This is an optimization exercise on Yosys and OpenROAD, whose aim is small area, a short achievable clock period and few clock cycles per item, not a production implementation.
Only simulation tests tie the RTL to the original design; equivalence was not proved.

==> run a: inputs <==
==> flow/design.v (excerpt) <==
module sparse_dot_top #(
    parameter int MAX_ROWS = sparse_pkg::MAX_DIM,
    parameter int MAX_COLS = sparse_pkg::MAX_DIM
) (
    input  logic                                  clk,
    input  logic                                  rst,
    input  logic                                  load_en,
    input  sparse_pkg::bank_e                     load_bank,
    input  logic [sparse_pkg::INDEX_W-1:0]        load_index,
    input  sparse_pkg::word_t                     load_data,
    input  logic                                  start,
    input  logic [sparse_pkg::DIM_W-1:0]          num_rows,
    input  logic [sparse_pkg::DIM_W-1:0]          num_cols,
    input  logic [sparse_pkg::LANES*MAX_ROWS-1:0] bitmap_a,
    input  logic [sparse_pkg::LANES*MAX_COLS-1:0] bitmap_b,
    output logic                                  busy,
    output logic                                  done,
    output logic                                  result_valid,
    output logic [sparse_pkg::DIM_W-1:0]          result_row,
    output logic [sparse_pkg::DIM_W-1:0]          result_col,
    output sparse_pkg::acc_t                      result_value
);
export LEC_CHECK = 0
export ABC_CLOCK_PERIOD_IN_PS = 3000
export CAP_MARGIN = 20
export CORE_MARGIN = 2
export CORE_UTILIZATION = 60
export SLEW_MARGIN = 20
create_clock -name core_clock -period 10.0 [get_ports {clk}]
standard.sh (not shown) runs the stock make flow with config.mk's settings and CLKGATE_MAP_FILE= SYNTH_SCRIPT=/design/flow/synth_recipe.tcl, a recipe that flattens the netlist after the stock synthesis.
==> flow/flow/run.sh <==
#!/bin/bash
# The standard layout, with timing repair aiming below the design's clock
# period (the SDC is unchanged; only the repair margin is raised). Extra make
# variables, one per line, come from flow/args.txt.
set -euo pipefail
mapfile -t ARGS < flow/args.txt
bash standard.sh "${ARGS[@]}" finish > standard_finish.log 2>&1
==> flow/flow/args.txt <==
SETUP_SLACK_MARGIN=6.8
==> inputs of run b, as changes to run a <==
==> flow/flow/args.txt (replaced) <==
SETUP_SLACK_MARGIN=6.6
BUFFER_PORTS_ARGS=-buffer_cell sky130_fd_sc_hd__buf_2
- CORE_UTILIZATION: 60 -> 70
- CTS_CLUSTER_DIAMETER: default -> 80
- CTS_CLUSTER_SIZE: default -> 30
==> inputs of run c, as changes to run a <==
==> flow/flow/args.txt (replaced) <==
SETUP_SLACK_MARGIN=6.7
BUFFER_PORTS_ARGS=-buffer_cell sky130_fd_sc_hd__buf_2
- CTS_CLUSTER_DIAMETER: default -> 80
- CTS_CLUSTER_SIZE: default -> 30
==> inputs of run d, as changes to run a <==
==> flow/flow/args.txt (replaced) <==
SETUP_SLACK_MARGIN=6.75
BUFFER_PORTS_ARGS=-buffer_cell sky130_fd_sc_hd__buf_2
- CTS_CLUSTER_DIAMETER: default -> 80
- CTS_CLUSTER_SIZE: default -> 30
==> summary.md <==
| Metric | Value |
|---|---|
| Nets | `3622` |
| Final period utilization | `0.337` |
| Status | `no timing/DRC/antenna violations` |
| Stages on the worst setup path | `12` |
| First-pass GRT wire length | `152 mm` |
| Crit Reg-Reg Endpoint | `result_value[20]` |
| Met2 WL post-DR | `49.9 mm` |
| Min Tclk post-route | `3.37 ns` |
| FP Rows | `88` |
| DP Wirelength | `66.9 mm` |
| Sequential cell area share | `0.481` |
(the above is from run b)
==> summary.md <==
| Metric | Value |
|---|---|
| Status | `no timing/DRC/antenna violations` |
| Crit Reg-Reg Endpoint | `result_value[31]` |
| Met2 WL post-DR | `50.3 mm` |
| Final period utilization | `0.339` |
| DP Cell Count | `3994` |
| Stages on the worst setup path | `13` |
| Min Tclk post-route | `3.39 ns` |
| FP Rows | `95` |
| DP Wirelength | `71.2 mm` |
(the above is from run d)
==> summary.md <==
| Metric | Value |
|---|---|
| Status | `no timing/DRC/antenna violations` |
| Sequential cell area share | `0.478` |
| Nets | `3624` |
| Min Tclk post-route | `3.32 ns` |
| DP Wirelength | `70.1 mm` |
| FP Rows | `95` |
| Met2 WL post-DR | `51.7 mm` |
| Final period utilization | `0.332` |
| Stages on the worst setup path | `12` |
| First-pass GRT wire length | `157 mm` |
(the above is from run c)
==> summary.md <==
| Metric | Value |
|---|---|
| Status | `no timing/DRC/antenna violations` |
| Sequential cell area share | `0.453` |
| Crit Reg-Reg Endpoint | `result_value[20]` |
| Min Tclk post-route | `3.39 ns` |
| Met2 WL post-DR | `52.4 mm` |
| Final period utilization | `0.339` |
(the above is from run a)
Testbench counts of run a, summed over its fixed seeds: cycles 10,520, items 9,944.
Testbench counts of run b, summed over its fixed seeds: cycles 10,520, items 9,944.
Testbench counts of run c, summed over its fixed seeds: cycles 10,520, items 9,944.
Testbench counts of run d, summed over its fixed seeds: cycles 10,520, items 9,944.

-- port drivers added, routing unchanged --
The flow's constraints put no driver on any port. The routed layouts listed below were extracted and timed again, unchanged, in two steps. Step 1 sets driving cells, clkbuf_16 on the clock port and buf_2 on the other inputs (assumed; they add their load-dependent delay and slew). Step 2 also shifts input and output timing later by t, the mid clock arrival at the registers, as if the neighbouring blocks saw the same clock. Three values: ideal ports, drivers, drivers and shift; two values: the first two.
run	shift t [ns]	slack for setup (ns)	slew at the worst register clock pin (ns)	pins driven straight from the clock port
run a	0.708	6.615 / 6.615 / 6.120	0.07 / 0.07	1
run b	0.663	6.633 / 6.633 / 6.016	0.12 / 0.12	1
run c	0.661	6.685 / 6.685 / 6.108	0.11 / 0.11	1
run d	0.677	6.610 / 6.610 / 6.208	0.11 / 0.11	1
After both steps setup and hold are still met in every run listed. The setup slack of run b, which loses most, moves by 0.000 ns with the drivers and by -0.617 ns with both steps.
